What follows belongs to an exercise in optimizing a design on an open flow for small area, a short achievable clock period and few clock cycles; a production flow would make more cautious choices. Function was not checked in any run shown here: the RTL went through the layout flow alone. Power and IR drop assume default switching activity.

## flow/design.v (module list and top-level ports; edited modules follow where they fit)
// module rtc_fields_to_epoch_seconds_unit: 1261 lines
module rtc_fields_to_epoch_seconds_unit (
  input  logic      clk,
  input  logic      rst,
  input  logic      start,
  output logic      busy,
  input  rfes_pkg::rfes_in_t  fields,
  output logic      done,
  output rfes_pkg::rfes_out_t result,
  input  logic      cfg_write,
  input  logic      cfg_index,
  input  logic      cfg_data
);
  // ...
==> flow/flow/run.sh <==
#!/bin/bash
# Standard layout, with the port buffers made of the smallest buffer cell and
# Yosys's generic fine-grained ABC pass skipped, so that the adders written as
# gates reach full-adder extraction as written.
set -euo pipefail
bash standard.sh SYNTH_ARGS=-noabc BUFFER_PORTS_ARGS="-buffer_cell sky130_fd_sc_hd__buf_1" finish > standard_flow.log 2>&1
==> flow/standard.sh <==
#!/bin/bash
# synth_recipe.tcl (not shown) runs the flow's synth.tcl, then flattens the netlist and writes it again
# the make line also repeats each setting of config.mk as NAME=value (left out here)
make -C /OpenROAD-flow-scripts/flow DESIGN_CONFIG=/design/flow/config.mk WORK_HOME=/design/flow/orfs CLKGATE_MAP_FILE= SYNTH_SCRIPT=/design/flow/synth_recipe.tcl "${@:-finish}"
==> flow/config.mk <==
export PLATFORM = sky130hd
export DESIGN_NAME = rtc_fields_to_epoch_seconds_unit
export DESIGN_NICKNAME = rtc_fields_to_epoch_seconds_unit
export VERILOG_FILES = /design/flow/design.v
export SDC_FILE = /design/flow/constraint.sdc
export NUM_CORES = 4
export LEC_CHECK = 0
export CAP_MARGIN = 20
export CORE_MARGIN = 2
export CORE_UTILIZATION = 40
export CTS_BUF_LIST = sky130_fd_sc_hd__clkbuf_8
export SETUP_SLACK_MARGIN = 5.0
export SLEW_MARGIN = 20
==> flow/constraint.sdc <==
create_clock -name core_clock -period 8.0 [get_ports {clk}]
set_input_delay 1.6000 -clock core_clock [delete_from_list [all_inputs] [get_ports {clk}]]
set_output_delay 1.6000 -clock core_clock [all_outputs]
set_load 0.01 [all_outputs]
==> flow_metrics.py, run 1 <==
metrics = {
    "clocking": {
        "cts.sinks": 136,
        "path_clk_slew_ns": 0.07,
    },
    "timing": {
        "slew_headroom_pct": 59.8,
        "finClkSkew_ns": 0.0123,
        "worst_pin_slew_ns": 0.602,
        "fin_setup_tns_ns": 0,
        "setup_viol": 0,
        "fin_crit_ns": 2.82,
        "setup_ws_ns": 5.18,
    },
    "layout": {
        "inverters": 84,
        "final_core_util_pct": 45.7,
        "stdcell_area_mm2": 0.00861,
        "multi_input_area_share_pct": 52.7,
        "clockBufferCount": 22,
        "multi_input_area_mm2": 0.00453,
    },
    "synth": {
        "avgSynthCellArea_um2": 10.1,
        "syn_area_mm2": 0.00770,
        "synthSimpleGateAreaFrac_pct": 10.9,
        "synthCells": 759,
        "muxShareOfSynthArea_pct": 0.406,
        "synth_top_family_by_area": "adder cells",
        "synthDistinctLibCells": 66,
    },
    "pwr": {
        "p_total_mw": 2.86,
        "p_seq_share_pct": 36.1,
    },
    "global_route": {
        "grt-ovfl-total": 0,
        "track_usage_pct": 15.5,
        "antenna_found_initial": 0,
    },
    "floorplanning": {
        "rows": 50,
        "dieWidth_um": 143,
        "dieHeight_um": 143,
        "tap_cells": 260,
    },
    "critical_path": {
        "rrSetupSlack_ns": 5.18,
        "cpMaxStageDelayCell": "dfxtp_1",
        "critPathMaxStageDelay_ns": 0.62,
        "r2r-end": "cs0_q_15",
    },
    "route": {
        "routed_wl_um": 14600,
        "post_drt_wl_per_cell_um": 13.2,
        "drc_errors": 0,
        "ant_nets": 0,
        "first_pass_iters": 4,
    },
    "min_path": {
        "min_from": "lo_q_6",
    },
    "place": {
        "placed_area_mm2": 0.00822,
    },
    "outcome": {
        "status": "no timing/DRC/antenna violations",
    },
}
==> run 2: changes to the inputs <==
--- a/flow/design.v
+++ b/flow/design.v
@@ -653,72 +653,61 @@
     err_day = (fields.raw_monthday == 8'd0) || rfes_pkg::day_gt(fields.raw_monthday, bcd_mode, ml);
     err_all = err_sec || err_min || err_hr || err_day || err_mon || err_yr;
     if (bcd_mode) begin
       fields_r = {fields.raw_year[1] ^ fields.raw_year[4], fields.raw_year[0]};
     end else begin
       fields_r = fields.raw_year[1:0];
     end
   end
-  logic [3:0]  mona;
-  logic [2:0]  monb;
-  assign mona[0] = (mon4 == 4'd1) || (mon4 == 4'd5) || (mon4 == 4'd9);
-  assign mona[1] = (mon4 == 4'd2) || (mon4 == 4'd6) || (mon4 == 4'd10);
-  assign mona[2] = (mon4 == 4'd3) || (mon4 == 4'd7) || (mon4 == 4'd11);
-  assign mona[3] = (mon4 == 4'd4) || (mon4 == 4'd8) || (mon4 == 4'd12);
-  assign monb[0] = (mon4 == 4'd1) || (mon4 == 4'd2) || (mon4 == 4'd3) || (mon4 == 4'd4);
-  assign monb[1] = (mon4 == 4'd5) || (mon4 == 4'd6) || (mon4 == 4'd7) || (mon4 == 4'd8);
-  assign monb[2] = (mon4 == 4'd9) || (mon4 == 4'd10) || (mon4 == 4'd11) || (mon4 == 4'd12);
+  logic [12:1] mon_oh;
+  assign mon_oh[1] = (mon4 == 4'd1);
+  assign mon_oh[2] = (mon4 == 4'd2);
+  assign mon_oh[3] = (mon4 == 4'd3);
+  assign mon_oh[4] = (mon4 == 4'd4);
+  assign mon_oh[5] = (mon4 == 4'd5);
+  assign mon_oh[6] = (mon4 == 4'd6);
+  assign mon_oh[7] = (mon4 == 4'd7);
+  assign mon_oh[8] = (mon4 == 4'd8);
+  assign mon_oh[9] = (mon4 == 4'd9);
+  assign mon_oh[10] = (mon4 == 4'd10);
+  assign mon_oh[11] = (mon4 == 4'd11);
+  assign mon_oh[12] = (mon4 == 4'd12);
   logic        v_q;
   logic [5:0]  errs_q;
   logic        err_q;
   logic [4:0]  q_q;
   logic [1:0]  r_q;
-  logic [3:0]  mona_q;   
-  logic [2:0]  monb_q;   
+  logic [12:1] mon_q;    
   logic [4:0]  day_q;
   logic [4:0]  hr_q;
   logic [5:0]  min_q;
   logic [5:0]  sec_q;
   logic        leap_q;
   always_ff @(posedge clk) begin
     if (rst) begin
       v_q <= 1'b0;
     end else begin
       v_q <= start;
     end
   end
   always_ff @(posedge clk) begin
     errs_q <= {err_sec, err_min, err_hr, err_day, err_mon, err_yr};
     q_q   <= yr7[6:2];
     r_q   <= fields_r;
-    mona_q <= mona;
-    monb_q <= monb;
+    mon_q <= mon_oh;
     day_q <= day5;
     hr_q  <= hr5;
     min_q <= min6;
     sec_q <= sec6;
     leap_q <= leap;
   end
   assign err_q = |errs_q;
   logic [31:0] epoch;
   logic [31:0] tab;
-  logic [12:1] mon_q;
-  assign mon_q[1] = mona_q[0] & monb_q[0];
-  assign mon_q[2] = mona_q[1] & monb_q[0];
-  assign mon_q[3] = mona_q[2] & monb_q[0];
-  assign mon_q[4] = mona_q[3] & monb_q[0];
-  assign mon_q[5] = mona_q[0] & monb_q[1];
-  assign mon_q[6] = mona_q[1] & monb_q[1];
-  assign mon_q[7] = mona_q[2] & monb_q[1];
-  assign mon_q[8] = mona_q[3] & monb_q[1];
-  assign mon_q[9] = mona_q[0] & monb_q[2];
-  assign mon_q[10] = mona_q[1] & monb_q[2];
-  assign mon_q[11] = mona_q[2] & monb_q[2];
-  assign mon_q[12] = mona_q[3] & monb_q[2];
   assign tab[0] = 1'b0;
   assign tab[1] = 1'b0;
   assign tab[2] = 1'b0;
   assign tab[3] = 1'b0;
   assign tab[4] = 1'b0;
   assign tab[5] = 1'b0;
   assign tab[6] = 1'b0;
   assign tab[7] = (mon_q[1] & ~leap_q) | (mon_q[2] & leap_q) | mon_q[4] | mon_q[5] | mon_q[8] | mon_q[11] | mon_q[12];
@@ -937,16 +926,24 @@
   logic t281;
   logic t282;
   logic t283;
   logic t284;
   logic t285;
   logic t286;
   logic t287;
   logic t288;
+  logic t289;
+  logic t290;
+  logic t291;
+  logic t292;
+  logic t293;
+  logic t294;
+  logic t295;
+  logic t296;
   assign t93 = ~q_q[0] ^ day_q[0];
   assign t94 = ~q_q[0] & day_q[0];
   assign t95 = ~q_q[1] ^ day_q[1] ^ day_q[0];
   assign t96 = (~q_q[1] & day_q[1]) | (day_q[0] & (~q_q[1] ^ day_q[1]));
   assign t97 = ~q_q[2] ^ day_q[2];
   assign t98 = ~q_q[2] & day_q[2];
   assign t99 = ~q_q[3] ^ day_q[3] ^ day_q[2];
   assign t100 = (~q_q[3] & day_q[3]) | (day_q[2] & (~q_q[3] ^ day_q[3]));
@@ -1103,59 +1100,66 @@
   assign t251 = ~q_q[4] ^ q_q[0] ^ 1'b1;
   assign t252 = (~q_q[4] & q_q[0]) | (1'b1 & (~q_q[4] ^ q_q[0]));
   assign t253 = 1'b1 ^ t201;
   assign t254 = t203 ^ t202;
   assign t255 = t205 ^ t204;
   assign t256 = t207 ^ t206;
   assign t257 = t209 ^ t208;
   assign t258 = t211 ^ t210;
-  assign t259 = 1'b0 ^ 1'b0;
-  assign t260 = 1'b1 & t201;
-  assign t261 = t203 & t202;
-  assign t262 = t205 & t204;
-  assign t263 = t207 & t206;
-  assign t264 = t209 & t208;
-  assign t265 = t211 & t210;
-  assign t266 = 1'b0 & 1'b0;
-  assign t267 = t261 | (t254 & t260);
-  assign t268 = t254 & t253;
-  assign t269 = t263 | (t256 & t262);
-  assign t270 = t256 & t255;
-  assign t271 = t265 | (t258 & t264);
-  assign t272 = t258 & t257;
-  assign t273 = t262 | (t255 & t267);
-  assign t274 = t255 & t268;
-  assign t275 = t269 | (t270 & t267);
-  assign t276 = t270 & t268;
-  assign t277 = t266 | (t259 & t271);
-  assign t278 = t264 | (t257 & t275);
-  assign t279 = t257 & t276;
-  assign t280 = t271 | (t272 & t275);
-  assign t281 = t272 & t276;
-  assign t282 = t277 | (t259 & t275);
-  assign t283 = t254 ^ t260;
-  assign t284 = t255 ^ t267;
-  assign t285 = t256 ^ t273;
-  assign t286 = t257 ^ t275;
-  assign t287 = t258 ^ t278;
-  assign t288 = t259 ^ t280;
+  assign t259 = t213 ^ t212;
+  assign t260 = 1'b0 ^ 1'b0;
+  assign t261 = 1'b1 & t201;
+  assign t262 = t203 & t202;
+  assign t263 = t205 & t204;
+  assign t264 = t207 & t206;
+  assign t265 = t209 & t208;
+  assign t266 = t211 & t210;
+  assign t267 = t213 & t212;
+  assign t268 = 1'b0 & 1'b0;
+  assign t269 = t262 | (t254 & t261);
+  assign t270 = t254 & t253;
+  assign t271 = t264 | (t256 & t263);
+  assign t272 = t256 & t255;
+  assign t273 = t266 | (t258 & t265);
+  assign t274 = t258 & t257;
+  assign t275 = t268 | (t260 & t267);
+  assign t276 = t263 | (t255 & t269);
+  assign t277 = t255 & t270;
+  assign t278 = t271 | (t272 & t269);
+  assign t279 = t272 & t270;
+  assign t280 = t267 | (t259 & t273);
+  assign t281 = t259 & t274;
+  assign t282 = t275 | (t260 & t273);
+  assign t283 = t265 | (t257 & t278);
+  assign t284 = t257 & t279;
+  assign t285 = t273 | (t274 & t278);
+  assign t286 = t274 & t279;
+  assign t287 = t280 | (t281 & t278);
+  assign t288 = t281 & t279;
+  assign t289 = t282 | (t260 & t278);
+  assign t290 = t254 ^ t261;
+  assign t291 = t255 ^ t269;
+  assign t292 = t256 ^ t276;
+  assign t293 = t257 ^ t278;
+  assign t294 = t258 ^ t283;
+  assign t295 = t259 ^ t285;
+  assign t296 = t260 ^ t287;
   logic        v2_q;
   logic        err2_q;
   logic        lo_q_0;
   logic        lo_q_1;
   logic        lo_q_2;
   logic        lo_q_3;
   logic        lo_q_4;
   logic        lo_q_5;
   logic        lo_q_6;
   logic        lo_q_7;
+  logic        lo_q_8;
   logic        cy_q;
-  logic        cs0_q_8;
-  logic        cs1_q_8;
   logic        cs0_q_9;
   logic        cs1_q_9;
   logic        cs0_q_10;
   logic        cs1_q_10;
   logic        cs0_q_11;
   logic        cs1_q_11;
   logic        cs0_q_12;
   logic        cs1_q_12;
@@ -1202,24 +1206,23 @@
       v2_q <= v_q;
     end
   end
   always_ff @(posedge clk) begin
     err2_q <= err_q;
     lo_q_0 <= sec_q[0];
     lo_q_1 <= sec_q[1];
     lo_q_2 <= t253;
-    lo_q_3 <= t283;
-    lo_q_4 <= t284;
-    lo_q_5 <= t285;
-    lo_q_6 <= t286;
-    lo_q_7 <= t287;
-    cy_q <= t288;
-    cs0_q_8 <= t213;
-    cs1_q_8 <= t212;
+    lo_q_3 <= t290;
+    lo_q_4 <= t291;
+    lo_q_5 <= t292;
+    lo_q_6 <= t293;
+    lo_q_7 <= t294;
+    lo_q_8 <= t295;
+    cy_q <= t296;
     cs0_q_9 <= t215;
     cs1_q_9 <= t214;
     cs0_q_10 <= t217;
     cs1_q_10 <= t216;
     cs0_q_11 <= t219;
     cs1_q_11 <= t218;
     cs0_q_12 <= t221;
     cs1_q_12 <= t220;
@@ -1255,24 +1258,16 @@
     cs1_q_27 <= t250;
     cs0_q_28 <= q_q[1];
     cs1_q_28 <= t252;
     cs0_q_29 <= q_q[2];
     cs1_q_29 <= 1'b1;
     cs0_q_30 <= q_q[3];
     cs0_q_31 <= q_q[4];
   end
-  logic t289;
-  logic t290;
-  logic t291;
-  logic t292;
-  logic t293;
-  logic t294;
-  logic t295;
-  logic t296;
   logic t297;
   logic t298;
   logic t299;
   logic t300;
   logic t301;
   logic t302;
   logic t303;
   logic t304;
@@ -1434,198 +1429,188 @@
   logic t460;
   logic t461;
   logic t462;
   logic t463;
   logic t464;
   logic t465;
   logic t466;
   logic t467;
-  logic t468;
-  assign t289 = cy_q ^ cy_q;
-  assign t290 = cs0_q_8 ^ cs1_q_8;
-  assign t291 = cs0_q_9 ^ cs1_q_9;
-  assign t292 = cs0_q_10 ^ cs1_q_10;
-  assign t293 = cs0_q_11 ^ cs1_q_11;
-  assign t294 = cs0_q_12 ^ cs1_q_12;
-  assign t295 = cs0_q_13 ^ cs1_q_13;
-  assign t296 = cs0_q_14 ^ cs1_q_14;
-  assign t297 = cs0_q_15 ^ cs1_q_15;
-  assign t298 = cs0_q_16 ^ cs1_q_16;
-  assign t299 = cs0_q_17 ^ cs1_q_17;
-  assign t300 = cs0_q_18 ^ cs1_q_18;
-  assign t301 = cs0_q_19 ^ cs1_q_19;
-  assign t302 = cs0_q_20 ^ cs1_q_20;
-  assign t303 = cs0_q_21 ^ cs1_q_21;
-  assign t304 = cs0_q_22 ^ cs1_q_22;
-  assign t305 = cs0_q_23 ^ cs1_q_23;
-  assign t306 = cs0_q_24 ^ cs1_q_24;
-  assign t307 = cs0_q_25 ^ cs1_q_25;
-  assign t308 = cs0_q_26 ^ cs1_q_26;
-  assign t309 = cs0_q_27 ^ cs1_q_27;
-  assign t310 = cs0_q_28 ^ cs1_q_28;
-  assign t311 = cs0_q_29 ^ cs1_q_29;
-  assign t312 = cs0_q_30 ^ 1'b0;
-  assign t313 = cs0_q_31 ^ 1'b0;
-  assign t314 = cy_q & cy_q;
-  assign t315 = cs0_q_8 & cs1_q_8;
-  assign t316 = cs0_q_9 & cs1_q_9;
-  assign t317 = cs0_q_10 & cs1_q_10;
-  assign t318 = cs0_q_11 & cs1_q_11;
-  assign t319 = cs0_q_12 & cs1_q_12;
-  assign t320 = cs0_q_13 & cs1_q_13;
-  assign t321 = cs0_q_14 & cs1_q_14;
-  assign t322 = cs0_q_15 & cs1_q_15;
-  assign t323 = cs0_q_16 & cs1_q_16;
-  assign t324 = cs0_q_17 & cs1_q_17;
-  assign t325 = cs0_q_18 & cs1_q_18;
-  assign t326 = cs0_q_19 & cs1_q_19;
-  assign t327 = cs0_q_20 & cs1_q_20;
-  assign t328 = cs0_q_21 & cs1_q_21;
-  assign t329 = cs0_q_22 & cs1_q_22;
-  assign t330 = cs0_q_23 & cs1_q_23;
-  assign t331 = cs0_q_24 & cs1_q_24;
-  assign t332 = cs0_q_25 & cs1_q_25;
-  assign t333 = cs0_q_26 & cs1_q_26;
-  assign t334 = cs0_q_27 & cs1_q_27;
-  assign t335 = cs0_q_28 & cs1_q_28;
-  assign t336 = cs0_q_29 & cs1_q_29;
-  assign t337 = cs0_q_30 & 1'b0;
-  assign t338 = cs0_q_31 & 1'b0;
-  assign t339 = t315 | (t290 & t314);
-  assign t340 = t290 & t289;
-  assign t341 = t317 | (t292 & t316);
-  assign t342 = t292 & t291;
-  assign t343 = t319 | (t294 & t318);
-  assign t344 = t294 & t293;
-  assign t345 = t321 | (t296 & t320);
-  assign t346 = t296 & t295;
-  assign t347 = t323 | (t298 & t322);
-  assign t348 = t298 & t297;
-  assign t349 = t325 | (t300 & t324);
-  assign t350 = t300 & t299;
-  assign t351 = t327 | (t302 & t326);
-  assign t352 = t302 & t301;
-  assign t353 = t329 | (t304 & t328);
-  assign t354 = t304 & t303;
-  assign t355 = t331 | (t306 & t330);
-  assign t356 = t306 & t305;
-  assign t357 = t333 | (t308 & t332);
-  assign t358 = t308 & t307;
-  assign t359 = t335 | (t310 & t334);
-  assign t360 = t310 & t309;
-  assign t361 = t337 | (t312 & t336);
-  assign t362 = t312 & t311;
-  assign t363 = t316 | (t291 & t339);
-  assign t364 = t291 & t340;
-  assign t365 = t341 | (t342 & t339);
-  assign t366 = t342 & t340;
-  assign t367 = t320 | (t295 & t343);
-  assign t368 = t295 & t344;
-  assign t369 = t345 | (t346 & t343);
-  assign t370 = t346 & t344;
-  assign t371 = t324 | (t299 & t347);
-  assign t372 = t299 & t348;
-  assign t373 = t349 | (t350 & t347);
-  assign t374 = t350 & t348;
-  assign t375 = t328 | (t303 & t351);
-  assign t376 = t303 & t352;
-  assign t377 = t353 | (t354 & t351);
-  assign t378 = t354 & t352;
-  assign t379 = t332 | (t307 & t355);
-  assign t380 = t307 & t356;
-  assign t381 = t357 | (t358 & t355);
-  assign t382 = t358 & t356;
-  assign t383 = t336 | (t311 & t359);
-  assign t384 = t311 & t360;
-  assign t385 = t361 | (t362 & t359);
-  assign t386 = t362 & t360;
-  assign t387 = t318 | (t293 & t365);
-  assign t388 = t293 & t366;
-  assign t389 = t343 | (t344 & t365);
-  assign t390 = t344 & t366;
-  assign t391 = t367 | (t368 & t365);
-  assign t392 = t368 & t366;
-  assign t393 = t369 | (t370 & t365);
-  assign t394 = t370 & t366;
-  assign t395 = t326 | (t301 & t373);
-  assign t396 = t301 & t374;
-  assign t397 = t351 | (t352 & t373);
-  assign t398 = t352 & t374;
-  assign t399 = t375 | (t376 & t373);
-  assign t400 = t376 & t374;
-  assign t401 = t377 | (t378 & t373);
-  assign t402 = t378 & t374;
-  assign t403 = t334 | (t309 & t381);
-  assign t404 = t309 & t382;
-  assign t405 = t359 | (t360 & t381);
-  assign t406 = t360 & t382;
-  assign t407 = t383 | (t384 & t381);
-  assign t408 = t384 & t382;
-  assign t409 = t385 | (t386 & t381);
-  assign t410 = t386 & t382;
-  assign t411 = t322 | (t297 & t393);
-  assign t412 = t297 & t394;
-  assign t413 = t347 | (t348 & t393);
-  assign t414 = t348 & t394;
-  assign t415 = t371 | (t372 & t393);
-  assign t416 = t372 & t394;
-  assign t417 = t373 | (t374 & t393);
-  assign t418 = t374 & t394;
-  assign t419 = t395 | (t396 & t393);
-  assign t420 = t396 & t394;
-  assign t421 = t397 | (t398 & t393);
-  assign t422 = t398 & t394;
-  assign t423 = t399 | (t400 & t393);
-  assign t424 = t400 & t394;
-  assign t425 = t401 | (t402 & t393);
-  assign t426 = t402 & t394;
-  assign t427 = t338 | (t313 & t409);
-  assign t428 = t330 | (t305 & t425);
-  assign t429 = t305 & t426;
-  assign t430 = t355 | (t356 & t425);
-  assign t431 = t356 & t426;
-  assign t432 = t379 | (t380 & t425);
-  assign t433 = t380 & t426;
-  assign t434 = t381 | (t382 & t425);
-  assign t435 = t382 & t426;
-  assign t436 = t403 | (t404 & t425);
-  assign t437 = t404 & t426;
-  assign t438 = t405 | (t406 & t425);
-  assign t439 = t406 & t426;
-  assign t440 = t407 | (t408 & t425);
-  assign t441 = t408 & t426;
-  assign t442 = t409 | (t410 & t425);
-  assign t443 = t410 & t426;
-  assign t444 = t427 | (t313 & t425);
-  assign t445 = t290 ^ t314;
-  assign t446 = t291 ^ t339;
-  assign t447 = t292 ^ t363;
-  assign t448 = t293 ^ t365;
-  assign t449 = t294 ^ t387;
-  assign t450 = t295 ^ t389;
-  assign t451 = t296 ^ t391;
-  assign t452 = t297 ^ t393;
-  assign t453 = t298 ^ t411;
-  assign t454 = t299 ^ t413;
-  assign t455 = t300 ^ t415;
-  assign t456 = t301 ^ t417;
-  assign t457 = t302 ^ t419;
-  assign t458 = t303 ^ t421;
-  assign t459 = t304 ^ t423;
-  assign t460 = t305 ^ t425;
-  assign t461 = t306 ^ t428;
-  assign t462 = t307 ^ t430;
-  assign t463 = t308 ^ t432;
-  assign t464 = t309 ^ t434;
-  assign t465 = t310 ^ t436;
-  assign t466 = t311 ^ t438;
-  assign t467 = t312 ^ t440;
-  assign t468 = t313 ^ t442;
-  assign epoch = {t468, t467, t466, t465, t464, t463, t462, t461, t460, t459, t458, t457, t456, t455, t454, t453, t452, t451, t450, t449, t448, t447, t446, t445, lo_q_7, lo_q_6, lo_q_5, lo_q_4, lo_q_3, lo_q_2, lo_q_1, lo_q_0};
+  assign t297 = cy_q ^ cy_q;
+  assign t298 = cs0_q_9 ^ cs1_q_9;
+  assign t299 = cs0_q_10 ^ cs1_q_10;
+  assign t300 = cs0_q_11 ^ cs1_q_11;
+  assign t301 = cs0_q_12 ^ cs1_q_12;
+  assign t302 = cs0_q_13 ^ cs1_q_13;
+  assign t303 = cs0_q_14 ^ cs1_q_14;
+  assign t304 = cs0_q_15 ^ cs1_q_15;
+  assign t305 = cs0_q_16 ^ cs1_q_16;
+  assign t306 = cs0_q_17 ^ cs1_q_17;
+  assign t307 = cs0_q_18 ^ cs1_q_18;
+  assign t308 = cs0_q_19 ^ cs1_q_19;
+  assign t309 = cs0_q_20 ^ cs1_q_20;
+  assign t310 = cs0_q_21 ^ cs1_q_21;
+  assign t311 = cs0_q_22 ^ cs1_q_22;
+  assign t312 = cs0_q_23 ^ cs1_q_23;
+  assign t313 = cs0_q_24 ^ cs1_q_24;
+  assign t314 = cs0_q_25 ^ cs1_q_25;
+  assign t315 = cs0_q_26 ^ cs1_q_26;
+  assign t316 = cs0_q_27 ^ cs1_q_27;
+  assign t317 = cs0_q_28 ^ cs1_q_28;
+  assign t318 = cs0_q_29 ^ cs1_q_29;
+  assign t319 = cs0_q_30 ^ 1'b0;
+  assign t320 = cs0_q_31 ^ 1'b0;
+  assign t321 = cy_q & cy_q;
+  assign t322 = cs0_q_9 & cs1_q_9;
+  assign t323 = cs0_q_10 & cs1_q_10;
+  assign t324 = cs0_q_11 & cs1_q_11;
+  assign t325 = cs0_q_12 & cs1_q_12;
+  assign t326 = cs0_q_13 & cs1_q_13;
+  assign t327 = cs0_q_14 & cs1_q_14;
+  assign t328 = cs0_q_15 & cs1_q_15;
+  assign t329 = cs0_q_16 & cs1_q_16;
+  assign t330 = cs0_q_17 & cs1_q_17;
+  assign t331 = cs0_q_18 & cs1_q_18;
+  assign t332 = cs0_q_19 & cs1_q_19;
+  assign t333 = cs0_q_20 & cs1_q_20;
+  assign t334 = cs0_q_21 & cs1_q_21;
+  assign t335 = cs0_q_22 & cs1_q_22;
+  assign t336 = cs0_q_23 & cs1_q_23;
+  assign t337 = cs0_q_24 & cs1_q_24;
+  assign t338 = cs0_q_25 & cs1_q_25;
+  assign t339 = cs0_q_26 & cs1_q_26;
+  assign t340 = cs0_q_27 & cs1_q_27;
+  assign t341 = cs0_q_28 & cs1_q_28;
+  assign t342 = cs0_q_29 & cs1_q_29;
+  assign t343 = cs0_q_30 & 1'b0;
+  assign t344 = cs0_q_31 & 1'b0;
+  assign t345 = t322 | (t298 & t321);
+  assign t346 = t298 & t297;
+  assign t347 = t324 | (t300 & t323);
+  assign t348 = t300 & t299;
+  assign t349 = t326 | (t302 & t325);
+  assign t350 = t302 & t301;
+  assign t351 = t328 | (t304 & t327);
+  assign t352 = t304 & t303;
+  assign t353 = t330 | (t306 & t329);
+  assign t354 = t306 & t305;
+  assign t355 = t332 | (t308 & t331);
+  assign t356 = t308 & t307;
+  assign t357 = t334 | (t310 & t333);
+  assign t358 = t310 & t309;
+  assign t359 = t336 | (t312 & t335);
+  assign t360 = t312 & t311;
+  assign t361 = t338 | (t314 & t337);
+  assign t362 = t314 & t313;
+  assign t363 = t340 | (t316 & t339);
+  assign t364 = t316 & t315;
+  assign t365 = t342 | (t318 & t341);
+  assign t366 = t318 & t317;
+  assign t367 = t344 | (t320 & t343);
+  assign t368 = t323 | (t299 & t345);
+  assign t369 = t299 & t346;
+  assign t370 = t347 | (t348 & t345);
+  assign t371 = t348 & t346;
+  assign t372 = t327 | (t303 & t349);
+  assign t373 = t303 & t350;
+  assign t374 = t351 | (t352 & t349);
+  assign t375 = t352 & t350;
+  assign t376 = t331 | (t307 & t353);
+  assign t377 = t307 & t354;
+  assign t378 = t355 | (t356 & t353);
+  assign t379 = t356 & t354;
+  assign t380 = t335 | (t311 & t357);
+  assign t381 = t311 & t358;
+  assign t382 = t359 | (t360 & t357);
+  assign t383 = t360 & t358;
+  assign t384 = t339 | (t315 & t361);
+  assign t385 = t315 & t362;
+  assign t386 = t363 | (t364 & t361);
+  assign t387 = t364 & t362;
+  assign t388 = t343 | (t319 & t365);
+  assign t389 = t319 & t366;
+  assign t390 = t367 | (t320 & t365);
+  assign t391 = t325 | (t301 & t370);
+  assign t392 = t301 & t371;
+  assign t393 = t349 | (t350 & t370);
+  assign t394 = t350 & t371;
+  assign t395 = t372 | (t373 & t370);
+  assign t396 = t373 & t371;
+  assign t397 = t374 | (t375 & t370);
+  assign t398 = t375 & t371;
+  assign t399 = t333 | (t309 & t378);
+  assign t400 = t309 & t379;
+  assign t401 = t357 | (t358 & t378);
+  assign t402 = t358 & t379;
+  assign t403 = t380 | (t381 & t378);
+  assign t404 = t381 & t379;
+  assign t405 = t382 | (t383 & t378);
+  assign t406 = t383 & t379;
+  assign t407 = t341 | (t317 & t386);
+  assign t408 = t317 & t387;
+  assign t409 = t365 | (t366 & t386);
+  assign t410 = t366 & t387;
+  assign t411 = t388 | (t389 & t386);
+  assign t412 = t389 & t387;
+  assign t413 = t390 | (t320 & t386);
+  assign t414 = t329 | (t305 & t397);
+  assign t415 = t305 & t398;
+  assign t416 = t353 | (t354 & t397);
+  assign t417 = t354 & t398;
+  assign t418 = t376 | (t377 & t397);
+  assign t419 = t377 & t398;
+  assign t420 = t378 | (t379 & t397);
+  assign t421 = t379 & t398;
+  assign t422 = t399 | (t400 & t397);
+  assign t423 = t400 & t398;
+  assign t424 = t401 | (t402 & t397);
+  assign t425 = t402 & t398;
+  assign t426 = t403 | (t404 & t397);
+  assign t427 = t404 & t398;
+  assign t428 = t405 | (t406 & t397);
+  assign t429 = t406 & t398;
+  assign t430 = t337 | (t313 & t428);
+  assign t431 = t313 & t429;
+  assign t432 = t361 | (t362 & t428);
+  assign t433 = t362 & t429;
+  assign t434 = t384 | (t385 & t428);
+  assign t435 = t385 & t429;
+  assign t436 = t386 | (t387 & t428);
+  assign t437 = t387 & t429;
+  assign t438 = t407 | (t408 & t428);
+  assign t439 = t408 & t429;
+  assign t440 = t409 | (t410 & t428);
+  assign t441 = t410 & t429;
+  assign t442 = t411 | (t412 & t428);
+  assign t443 = t412 & t429;
+  assign t444 = t413 | (t320 & t428);
+  assign t445 = t298 ^ t321;
+  assign t446 = t299 ^ t345;
+  assign t447 = t300 ^ t368;
+  assign t448 = t301 ^ t370;
+  assign t449 = t302 ^ t391;
+  assign t450 = t303 ^ t393;
+  assign t451 = t304 ^ t395;
+  assign t452 = t305 ^ t397;
+  assign t453 = t306 ^ t414;
+  assign t454 = t307 ^ t416;
+  assign t455 = t308 ^ t418;
+  assign t456 = t309 ^ t420;
+  assign t457 = t310 ^ t422;
+  assign t458 = t311 ^ t424;
+  assign t459 = t312 ^ t426;
+  assign t460 = t313 ^ t428;
+  assign t461 = t314 ^ t430;
+  assign t462 = t315 ^ t432;
+  assign t463 = t316 ^ t434;
+  assign t464 = t317 ^ t436;
+  assign t465 = t318 ^ t438;
+  assign t466 = t319 ^ t440;
+  assign t467 = t320 ^ t442;
+  assign epoch = {t467, t466, t465, t464, t463, t462, t461, t460, t459, t458, t457, t456, t455, t454, t453, t452, t451, t450, t449, t448, t447, t446, t445, lo_q_8, lo_q_7, lo_q_6, lo_q_5, lo_q_4, lo_q_3, lo_q_2, lo_q_1, lo_q_0};
   logic        v3_q;
   logic [32:0] res_q;
   always_ff @(posedge clk) begin
     if (rst) begin
       v3_q <= 1'b0;
     end else begin
       v3_q <= v2_q;
     end
==> run 2 against run 1 <==
Count of clock-buffer cells in the layout fell by 5. Via count decreased by 7.0%. Still clean. Largest power group unchanged. Register-to-register slack gained 0.07 ns. Clock skew rose by 0.0058 ns. Maximum frequency grew 0.35%. Sequential share of layout area up 1.7 points. Core utilization rose by 0.81 points. Synthesized cell count shrank 6.5%.
==> flow_metrics.py, run 2 <==
metrics = {
    "clocking": {
        "htreeDepth": 4,
        "cts_buffers": 17,
        "path_clk_slew_ns": 0.08,
        "clock_latency_ns": 0.45,
        "cts.sinks": 140,
        "postCtsSetupBuffers": 0,
        "cts_hold_buffers": 0,
        "post_cts_resized": 0,
        "clock_path_buffers": 2,
        "root_buffer": "clkbuf_8",
        "cts_tree": "yes",
    },
    "layout": {
        "multi_input_area_mm2": 0.00427,
        "layout_common_cells": "140 x dfxtp_1, 87 x buf_1, 76 x fa_1",
        "regArea_mm2": 0.00280,
        "largest_reg_flops": 33,
        "nFillCells": 1735,
        "diodes": 0,
        "final_core_util_pct": 46.5,
        "fin_cells": 1034,
        "layout-drive-gt1-share_pct": 5.47,
        "final_nets": 974,
        "biggestRegsByFlops": "res_q: 33 flops, mon_q: 12 flops",
        "layout_commonest_cell": "dfxtp_1",
        "largest_register": "res_q",
        "stdcell_area_mm2": 0.00842,
        "area_growth_syn_to_layout_pct": 13.0,
    },
    "route": {
        "post_drt_wl_per_cell_um": 13.4,
        "ant_nets": 0,
        "first_pass_iters": 4,
        "routed_wl_um": 13800,
        "dr_total_vias": 4951,
        "via_per_inst": 4.79,
        "drc_errors": 0,
        "drtIter0Drc": 153,
    },
    "global_route": {
        "grt_pass1_wl_um": 23300,
        "grt_max_degree": 22,
        "track_usage_pct": 14.9,
        "grt_pass1_vias": 4907,
        "grt-ovfl-total": 0,
        "antenna_found_initial": 0,
    },
    "timing": {
        "fin_setup_tns_ns": 0,
        "fin_crit_ns": 2.81,
        "hold_violations": 0,
        "fin_crit_sh_pct": 35.1,
        "fmax_mhz": 356,
        "setup_viol": 0,
        "drv_slew": 0,
        "holdWs_ns": 0.328,
        "setup_ws_ns": 5.19,
        "finClkSkew_ns": 0.0181,
        "slew_headroom_pct": 56.8,
        "rsz0062_at_grt": "false",
        "worst_pin_slew_ns": 0.647,
    },
    "critical_path": {
        "required_ns": 8.38,
        "cp-end-kind": "flop",
        "crit_type": "in2reg",
        "timing.critical_path.fanout_max": 8,
        "startpoint_type": "input pin",
        "cp.arrival_ns": 3.19,
    },
    "pwr": {
        "pwr_density_cell_mw_per_mm2": 346,
        "ir_drop_v": 0.000150,
        "power.leakage_nw": 3.70,
        "swShare_pct": 36.1,
        "clockPowerShare_pct": 21.7,
        "p_seq_share_pct": 36.0,
        "p_int_mw": 1.86,
        "p_comb_share_pct": 42.3,
        "p_sw_mw": 1.05,
        "p_total_mw": 2.91,
    },
    "outcome": {
        "status": "no timing/DRC/antenna violations",
    },
    "synth": {
        "synthCells": 710,
        "yosys_most_used_dff": "dfxtp_1",
        "yosysTopAreaCellShare_pct": 37.6,
        "ys_top_cells_by_area": "dfxtp_1 38%, fa_1 21%, ha_1 8.6%, inv_1 3.7%, a21oi_1 2.4%",
        "ys_async_sr_fraction_pct": 0,
        "yosysSeqAreaShare_pct": 37.6,
        "synth-edff-count": 0,
        "syn_area_mm2": 0.00744,
        "ys_ff_latch": 140,
        "yosys.area.top_type": "dfxtp_1",
        "synth_fp_nets": 892,
        "synth.most_common_cell": "dfxtp_1",
        "avgSynthCellArea_um2": 10.5,
        "synth_warnings": 1,
        "ys_top_cells_by_count": "140 x dfxtp_1, 77 x fa_1, 73 x inv_1",
        "synthDistinctLibCells": 59,
    },
    "floorplanning": {
        "ioPinCount": 89,
        "dieWidth_um": 140,
        "coreArea_mm2": 0.0181,
        "rows": 49,
        "dieHeight_um": 140,
        "dieArea_mm2": 0.0197,
        "initial_utilization_pct": 41.2,
    },
    "place": {
        "gp_congestion": 0.890,
        "placed_cells": 1002,
        "dp_hpwl_um": 11000,
        "post-place-ws_ns": 4.73,
        "io_buffers": 87,
        "placed_area_mm2": 0.00797,
    },
    "min_path": {
        "hp-class": "reg2reg",
    },
    "flow_run": {
        "drv_cap": 0,
    },
}
==> run 2: cell types whose count changed after synthesis, sizes merged, moves of 4 or more <==
cell	delta
nor2	-6
a21oi	-6
a311oi	-4
nor3	+7
nand3b	+6
a211o	-4
a31oi	-7
nor2b	-5
nand2	+12
dfxtp	+4
inv	-11
buf	-6
o21ai	-19
==> run 2: area by class of cell <==
class	instances	area share (%)
multi-input combinational	472	50.8
sequential	140	33.3
timing repair buffer	88	3.97
tap	229	3.40
inverter	73	3.26
clock buffer	17	2.78
clock inverter	15	2.51
==> run 2: path summary, 6_finish.rpt <==
kind	from	end	slack [ns]	cells after the start
setup / recovery	fields[20]	day_q[4]	5.19	7
setup reg to reg	mon_q[11]	cs0_q_15	5.25	5
hold reg to reg	lo_q_1	res_q[2]	0.33	0
hold / removal	lo_q_1	res_q[2]	0.33	0
==> run 2: cells by family (layout without fill, tap and decap cells) <==
family	Yosys count	after routing	synth area share [%]
AND/OR/NAND/NOR	179	179	12.2
flip-flops	140	140	37.6
AO/OA/AOI/OAI	131	131	11.8
adder cells (fa/ha/maj)	128	128	29.3
buffers and inverters	98	193	4.99
XOR/XNOR	29	29	3.41
multiplexers	4	4	0.571
other	1	1	0.0504
==> run 2: layer usage <==
layer,track usage (%),up-vias,routed length (µm)
met1,20.8,2285,6870
li1,-,2551,-
met3,3.56,18,653
met2,22.6,97,6010
met4,5.85,0,269
met5,0,-,0
==> run 2: power groups by stage <==
| stage | combinational (mW) | clock, mW | sequential (mW) |
|---|---|---|---|
| floorplan | 0.882 | 0 | 1.08 |
| CTS | 1.26 | 0.653 | 1.05 |
| global placement | 1.23 | 0 | 1.07 |
| finish | 1.23 | 0.633 | 1.05 |
| global route | 1.43 | 0.682 | 1.08 |
| detailed placement | 1.25 | 0 | 1.07 |
==> run 2: critical path: stages <==
cell and delay [ns]:
buf_1 0.16, and2_1 0.20, ha_1 0.18, fa_1 0.38, fa_2 0.35, xnor2_1 0.18, xnor2_1 0.14

separate check: timing with driven ports:
The results above use ideal ports. As a check the final layouts listed here were re-extracted and re-timed, cells and wires unchanged.
Step 1 (the two cells are an assumption about what drives the block):
set clk [get_ports {clk}]
set_driving_cell -lib_cell sky130_fd_sc_hd__clkbuf_16 $clk
set_driving_cell -lib_cell sky130_fd_sc_hd__buf_2 [delete_from_list [all_inputs] $clk]
Step 2 also shifts input and output timing later by t, the mid clock arrival at the registers, as if the neighbouring blocks saw the same clock.
Slacks: no drivers / after step 1 / after step 2; pairs: no drivers / after step 1.
| run | shift t [ns] | slack for setup (ns) | latest minus earliest clock arrival (ns) | worst data-port slew with drivers (ns) | cell pins on the clock port's net |
|---|---|---|---|---|---|
| run 1 | 0.471 | 5.181 / 5.181 / 4.741 | 0.012 / 0.013 | 0.03 | 1 |
| run 2 | 0.479 | 5.191 / 5.207 / 4.728 | 0.018 / 0.018 | 0.04 | 1 |
After both steps every run listed still meets setup and hold. For run 2, which loses most, drivers alone change the setup slack by +0.016 ns; drivers and shift together by -0.463 ns.
